Context: an optimization exercise on an open-source flow, tuned for small area. The choices shown serve that exercise and are no tape-out recipe.
In this exercise RTL edits were held to simulation tests only and were not proved equivalent to the original.
Power is estimated from default activity; no workload was simulated.

## config.mk

```make
export PLATFORM = sky130hd
export DESIGN_NAME = sha_msg_feeder
export DESIGN_NICKNAME = sha_msg_feeder
export VERILOG_FILES = /design/flow/design.v
export SDC_FILE = /design/flow/constraint.sdc
export NUM_CORES = 4
export LEC_CHECK = 0
export CAP_MARGIN = 20
export CORE_AREA = 5 5 355 355
export DIE_AREA = 0 0 360 360
export SLEW_MARGIN = 20
```

## constraint.sdc

```tcl
create_clock -name core_clock -period 5.0 [get_ports {clk}]
set_input_delay 1.0000 -clock core_clock [delete_from_list [all_inputs] [get_ports {clk}]]
set_output_delay 1.0000 -clock core_clock [all_outputs]
set_load 0.01 [all_outputs]
```

## design.v

```verilog
package sha_msg_feeder_pkg;
    localparam int DIGEST_W = 256;
    localparam int BYTE_W   = 8;
    typedef enum logic [2:0] {
        ST_IDLE,
        ST_CLR,
        ST_FEED,
        ST_STOP,
        ST_WAIT,
        ST_DONE
    } state_t;
endpackage
module sha_byte_sel #(
    parameter int MAX_BYTES = 32,
    parameter int LEN_W     = 6
) (
    input  logic [sha_msg_feeder_pkg::BYTE_W*MAX_BYTES-1:0] msg,
    input  logic [LEN_W-1:0]            msg_len,
    input  logic                        order,
    input  logic [LEN_W-1:0]            cnt,
    output logic [sha_msg_feeder_pkg::BYTE_W-1:0]           byte_out
);
    logic [LEN_W-1:0] idx;
    always_comb begin
        idx      = order ? (msg_len - cnt - LEN_W'(1)) : cnt;
        byte_out = '0;
        for (int k = 0; k < MAX_BYTES; k++) begin
            if (idx == LEN_W'(k)) byte_out = msg[sha_msg_feeder_pkg::BYTE_W*k +: sha_msg_feeder_pkg::BYTE_W];
        end
    end
endmodule
module sha_msg_feeder #(
    parameter int MAX_BYTES   = 32,
    parameter int LEN_W       = 6,
    parameter int TIMEOUT_CYC = 1024
) (
    input  logic                        clk,
    input  logic                        reset,
    input  logic                        start,
    input  logic [sha_msg_feeder_pkg::BYTE_W*MAX_BYTES-1:0] msg,
    input  logic [LEN_W-1:0]            msg_len,
    input  logic                        msg_order,
    input  logic                        cmp_en,
    input  logic [sha_msg_feeder_pkg::DIGEST_W-1:0]         target,
    output logic                        busy,
    output logic                        done,
    output logic [sha_msg_feeder_pkg::DIGEST_W-1:0]         digest,
    output logic                        match,
    output logic                        err_len,
    output logic                        err_ovf,
    output logic                        err_timeout,
    output logic                        core_rst_n,
    output logic                        core_byte_rdy,
    output logic                        core_byte_stop,
    output logic [sha_msg_feeder_pkg::BYTE_W-1:0]           core_data,
    input  logic                        core_ovf,
    input  logic [sha_msg_feeder_pkg::DIGEST_W-1:0]         core_digest,
    input  logic                        core_done,
    output sha_msg_feeder_pkg::state_t                      state_dbg
);
    localparam int TW = $clog2(TIMEOUT_CYC + 1);
    sha_msg_feeder_pkg::state_t                      state;
    logic [sha_msg_feeder_pkg::BYTE_W*MAX_BYTES-1:0] msg_l;
    logic [LEN_W-1:0]            len_l;
    logic                        order_l;
    logic                        cmp_l;
    logic [sha_msg_feeder_pkg::DIGEST_W-1:0]         target_l;
    logic [LEN_W-1:0]            cnt;
    logic [TW-1:0]               tcnt;
    logic [sha_msg_feeder_pkg::BYTE_W-1:0]           sel_byte;
    assign state_dbg = state;
    sha_byte_sel #(
        .MAX_BYTES (MAX_BYTES),
        .LEN_W     (LEN_W)
    ) u_byte_sel (
        .msg      (msg_l),
        .msg_len  (len_l),
        .order    (order_l),
        .cnt      (cnt),
        .byte_out (sel_byte)
    );
    always_ff @(posedge clk) begin
        if (reset) begin
            state          <= sha_msg_feeder_pkg::ST_IDLE;
            busy           <= 1'b0;
            done           <= 1'b0;
            digest         <= '0;
            match          <= 1'b0;
            err_len        <= 1'b0;
            err_ovf        <= 1'b0;
            err_timeout    <= 1'b0;
            core_rst_n     <= 1'b0;
            core_byte_rdy  <= 1'b0;
            core_byte_stop <= 1'b0;
            core_data      <= '0;
            msg_l          <= '0;
            len_l          <= '0;
            order_l        <= 1'b0;
            cmp_l          <= 1'b0;
            target_l       <= '0;
            cnt            <= '0;
            tcnt           <= '0;
        end else begin
            done <= 1'b0;
            case (state)
                sha_msg_feeder_pkg::ST_IDLE: begin
                    if (start) begin
                        msg_l       <= msg;
                        len_l       <= msg_len;
                        order_l     <= msg_order;
                        cmp_l       <= cmp_en;
                        target_l    <= target;
                        digest      <= '0;
                        match       <= 1'b0;
                        err_len     <= 1'b0;
                        err_ovf     <= 1'b0;
                        err_timeout <= 1'b0;
                        cnt         <= '0;
                        busy        <= 1'b1;
                        if (msg_len > LEN_W'(MAX_BYTES)) begin
                            err_len <= 1'b1;
                            done    <= 1'b1;
                            state   <= sha_msg_feeder_pkg::ST_DONE;
                        end else begin
                            state <= sha_msg_feeder_pkg::ST_CLR;
                        end
                    end
                end
                sha_msg_feeder_pkg::ST_CLR: begin
                    core_rst_n <= 1'b1;
                    if (len_l == '0) begin
                        core_byte_stop <= 1'b1;
                        state          <= sha_msg_feeder_pkg::ST_STOP;
                    end else begin
                        core_byte_rdy <= 1'b1;
                        core_data     <= sel_byte;
                        cnt           <= cnt + LEN_W'(1);
                        state         <= sha_msg_feeder_pkg::ST_FEED;
                    end
                end
                sha_msg_feeder_pkg::ST_FEED: begin
                    if (core_ovf) begin
                        err_ovf        <= 1'b1;
                        done           <= 1'b1;
                        core_rst_n     <= 1'b0;
                        core_byte_rdy  <= 1'b0;
                        core_byte_stop <= 1'b0;
                        core_data      <= '0;
                        state          <= sha_msg_feeder_pkg::ST_DONE;
                    end else if (cnt == len_l) begin
                        core_byte_rdy  <= 1'b0;
                        core_byte_stop <= 1'b1;
                        core_data      <= '0;
                        state          <= sha_msg_feeder_pkg::ST_STOP;
                    end else begin
                        core_data <= sel_byte;
                        cnt       <= cnt + LEN_W'(1);
                    end
                end
                sha_msg_feeder_pkg::ST_STOP: begin
                    tcnt <= '0;
                    if (core_ovf) begin
                        err_ovf        <= 1'b1;
                        done           <= 1'b1;
                        core_rst_n     <= 1'b0;
                        core_byte_stop <= 1'b0;
                        state          <= sha_msg_feeder_pkg::ST_DONE;
                    end else begin
                        state <= sha_msg_feeder_pkg::ST_WAIT;
                    end
                end
                sha_msg_feeder_pkg::ST_WAIT: begin
                    if (core_ovf || core_done || tcnt == TW'(TIMEOUT_CYC - 1)) begin
                        done           <= 1'b1;
                        core_rst_n     <= 1'b0;
                        core_byte_stop <= 1'b0;
                        state          <= sha_msg_feeder_pkg::ST_DONE;
                        if (core_ovf)       err_ovf     <= 1'b1;
                        else if (core_done) digest      <= core_digest;
                        else                err_timeout <= 1'b1;
                    end else begin
                        tcnt <= tcnt + TW'(1);
                    end
                end
                sha_msg_feeder_pkg::ST_DONE: begin
                    match <= cmp_l && (digest == target_l) && !(err_len || err_ovf || err_timeout);
                    busy  <= 1'b0;
                    state <= sha_msg_feeder_pkg::ST_IDLE;
                end
                default: state <= sha_msg_feeder_pkg::ST_IDLE;
            endcase
        end
    end
endmodule
```

## run.sh

```bash
#!/bin/bash
# synth_recipe.tcl (not shown) runs the flow's synth.tcl, then flattens the netlist and writes it again
# the make line also repeats each setting of config.mk as NAME=value (left out here)
make -C /OpenROAD-flow-scripts/flow DESIGN_CONFIG=/design/flow/config.mk WORK_HOME=/design/flow/orfs CLKGATE_MAP_FILE= SYNTH_SCRIPT=/design/flow/synth_recipe.tcl finish
```

==> results.txt <==
-- worst min-delay path: cells and delay by family, from the launching register on --
kind	cells	cell delay (ps)
flops	1	310
simple gates	1	50
compound gates	1	50
-- flip-flops by register name, indices dropped and copies added, names as in the netlist --
name	count
order_l	1
err_len	1
digest	256
match	1
err_timeout	1
state	3
cnt	6
done	1
tcnt	11
cmp_l	1
core_data	8
err_ovf	1
core_byte_rdy	1
msg_l	256
core_byte_stop	1
core_rst_n	1
target_l	256
busy	1
len_l	6
-- routing by layer --
| metal | GRT usage (%) | up-vias | wire, um |
|---|---|---|---|
| met5 | 0 | - | 107 |
| met3 | 5.85 | 308 | 13000 |
| li1 | - | 17100 | - |
| met2 | 51.7 | 1554 | 101000 |
| met4 | 12.1 | 16 | 7980 |
| met1 | 33.3 | 17700 | 76300 |
-- per-stage QoR --
stage | utilization [%] | power, mW
5_1_grt | 40.9 | 22.4
2_1_floorplan | - | 11.3
6_report | 40.9 | 21.6
3_5_place_dp | 38.3 | 14.8
4_1_cts | 40.8 | 21.7
3_3_place_gp | 38.3 | 14.8
-- cell usage after synthesis (8+ instances only) --
master,number,area [sq um]
dfxtp_1,813,16300
nor2_1,92,345
nand4_1,58,363
inv_1,34,128
clkbuf_1,318,1190
a31oi_1,16,100
xor2_1,74,648
mux2i_1,8,80.1
buf_1,16,60.1
a22oi_1,13,97.6
a221oi_1,13,114
o21ai_0,62,310
or3_1,8,50.1
xnor2_1,167,1460
a21oi_1,857,4290
and3_1,8,50.1
a21o_1,10,75.1
o22ai_1,38,238
nor3_1,27,135
nand3_1,295,1480
nand2_1,1412,5300
a211oi_1,11,82.6
nor4_1,33,206
nand3b_1,10,75.1
-- kinds of logic (layout without fill, tap and decap cells) --
group,count (synthesis),count (layout),synth area share (%)
compound gates,1096,1096,17.4
mux,18,18,0.665
xor+xnor,241,241,6.13
fa+ha+maj,8,8,0.313
flops,813,813,47.3
simple gates,1982,1982,24.1
other cells,0,37,0
buf+inv,374,1315,4.11
-- report_power, final --
group,leakage [nW],switching [mW],internal (mW)
combinational,9.06,4.37,2.28
clock,1.49,2.95,3.97
sequential,6.62,0.776,7.24
total,17.2,8.09,13.5
-- how the worst max path moves through the flow --
stage | from | to | slack [ps] | cells past startpoint
after floorplan | cnt[0]$_SDFFE_PP0P_ | core_data[7]$_SDFFE_PP0P_ | 1680 | 14
after global placement | cnt[1]$_SDFFE_PP0P_ | core_data[1]$_SDFFE_PP0P_ | 810 | 11
after detailed placement | cnt[1]$_SDFFE_PP0P_ | core_data[5]$_SDFFE_PP0P_ | 850 | 11
after CTS | cnt[1]$_SDFFE_PP0P_ | core_data[1]$_SDFFE_PP0P_ | 850 | 11
after global routing | cnt[1]$_SDFFE_PP0P_ | core_data[5]$_SDFFE_PP0P_ | 660 | 11
final | cnt[0]$_SDFFE_PP0P_ | core_data[1]$_SDFFE_PP0P_ | 810 | 10
-- area by class of cell --
class	instances	share of cell area [%]
clock buffer	126	5.31
multi-input combinational	3345	33.8
inverter	34	0.257
tap	1625	4.09
antenna	37	0.186
clock inverter	31	0.805
sequential	813	32.7
timing repair buffer	1124	22.8
==> results.cfg <==
[logic_synthesis]
yosysUniqueCellTypes = 77
synth_top_flop_cell = dfxtp_1
ys_seq_area_share_pct = 47.3
synth_edf_count = 0
avgSynthCellArea_sq_um = 7.60
syn_nets = 5321
yosys_register_bits = 813
syn-cell-area_sq_um = 34400
ys_warn_count = 2
synth_async_sr_flop_share_pct = 0
syn_inst = 4532

[detailed_routing]
vias = 36700
firstDrtPassIters = 6
drt_iter0_markers = 3657
wl_per_cell_um = 27.8
avgViaCountPerCell = 5.15
drc = 0
wl_um = 198000
ant_nets = 0

[clocking]
cts_tree = yes
h-tree-depth = 3
post_cts_resized = 0
cts_max_path_buffers = 3
path_clk_slew_ps = 60
cts_hold_buf = 0
post-cts-setup-buffer-count = 0
cts_root_buf = clkbuf_16
clock-sinks = 813
cts_buffers = 93
clock_latency_ps = 690

[worst_setup_path]
required_ps = 5550
cpPeakStageDelay_ps = 580
worstReg2RegStart = cnt[0]$_SDFFE_PP0P_
critical_path.top_delay_family = simple AND/OR/NAND/NOR gates
rr_worst_depth = 10
cp_cell_sequence = inv_1, ha_1, fa_1, mux2_2, nor2_2, nand3_2, or2_2, a221oi_1, o31ai_1, a21o_1
crit_type = flop to flop
r2r_slack_ps = 810
end_kind = flop
cp.arrival_ps = 4740
crit_fanout = 11
path_buf_inv = 1
slowest_stage = fa_1
startpoint_type = flop
reg2reg_to = core_data[1]$_SDFFE_PP0P_

[die]
num_rows = 128
die_area_sq_um = 130000
io-pin-count = 1057
fp.dieW_um = 360
start_util_pct = 28.3
die_h_um = 360
design.core.area_sq_um = 122000

[place]
placed_cells = 6941
io_buffers = 1056
dpl_cell_area_sq_um = 46600
pre_cts_slack_ps = 849
place_congestion = 0.948
place.detailed.hpwl_um = 156000

[sta]
finalCritPeriodShare_pct = 83.8
skew_ps = 37.9
rsz0062_at_grt = no
layout_setup_ws_ps = 811
slew_violations = 0
period_needed_ps = 4190
setup_viol = 0
worst_pin_slew_ps = 1200
slew_headroom_pct = 20.0
setup_tns_ps = 0
whs_ps = 456
finalHoldViolCount = 0
fmax_mhz = 239

[cells_and_area]
nets = 6200
n_fill_cell = 12500
multi_input_area_sq_um = 16800
instances_no_fill = 7135
syn_to_final_growth_pct = 44.5
layout_common_cells = nand2_1 (1,411), clkdlybuf4s50_1 (1,055), a21oi_1 (857)
drive_gt1_share_pct = 4.55
regArea_sq_um = 16300
final_common_cell = nand2_1
final_area_sq_um = 49700

[power]
p_leak_nw = 17.2
ir_drop_mv = 0.418
cellPowerDensity_nw_per_um2 = 434

[global_routing]
grt_pass1_vias = 35000
grt_max_degree = 213
grt_antenna_before_repair = 70
groute.usage.overall_pct = 28.8
grt_pass1_wl_um = 271000
overflow = 0

[worst_hold_path]
whs_endpoint = msg_l[69]$_SDFFE_PP0P_
hold_path_depth = 2
hp-start = msg_l[69]$_SDFFE_PP0P_
hold_path.class = flop to flop

[flow_run]
cap_violations = 0

[run_status]
status = no timing/DRC/antenna violations

-- static timing again, ports no longer ideal --
The results above use ideal ports. As a check the final layout listed here was re-extracted and re-timed, cells and wires unchanged. Step 1: set_driving_cell puts a clkbuf_16 on clk and a buf_2 on each other input, an assumption about the parent block. Step 2 also shifts input and output timing later by t, the mid clock arrival at the registers, as if the neighbouring blocks saw the same clock. Three values: no drivers, after step 1, after step 2; two values: the first two.
t, ns: 0.738
setup WS [ns]: 0.811 / 0.811 / 0.811
worst setup path after step 2: register to register
clock arrival spread, ns: 0.042 / 0.042
slew at the worst register clock pin (ns): 0.07 / 0.07
After both steps setup and hold are still met in this run. For this run, drivers alone change the setup slack by 0.000 ns; drivers and shift together by 0.000 ns.
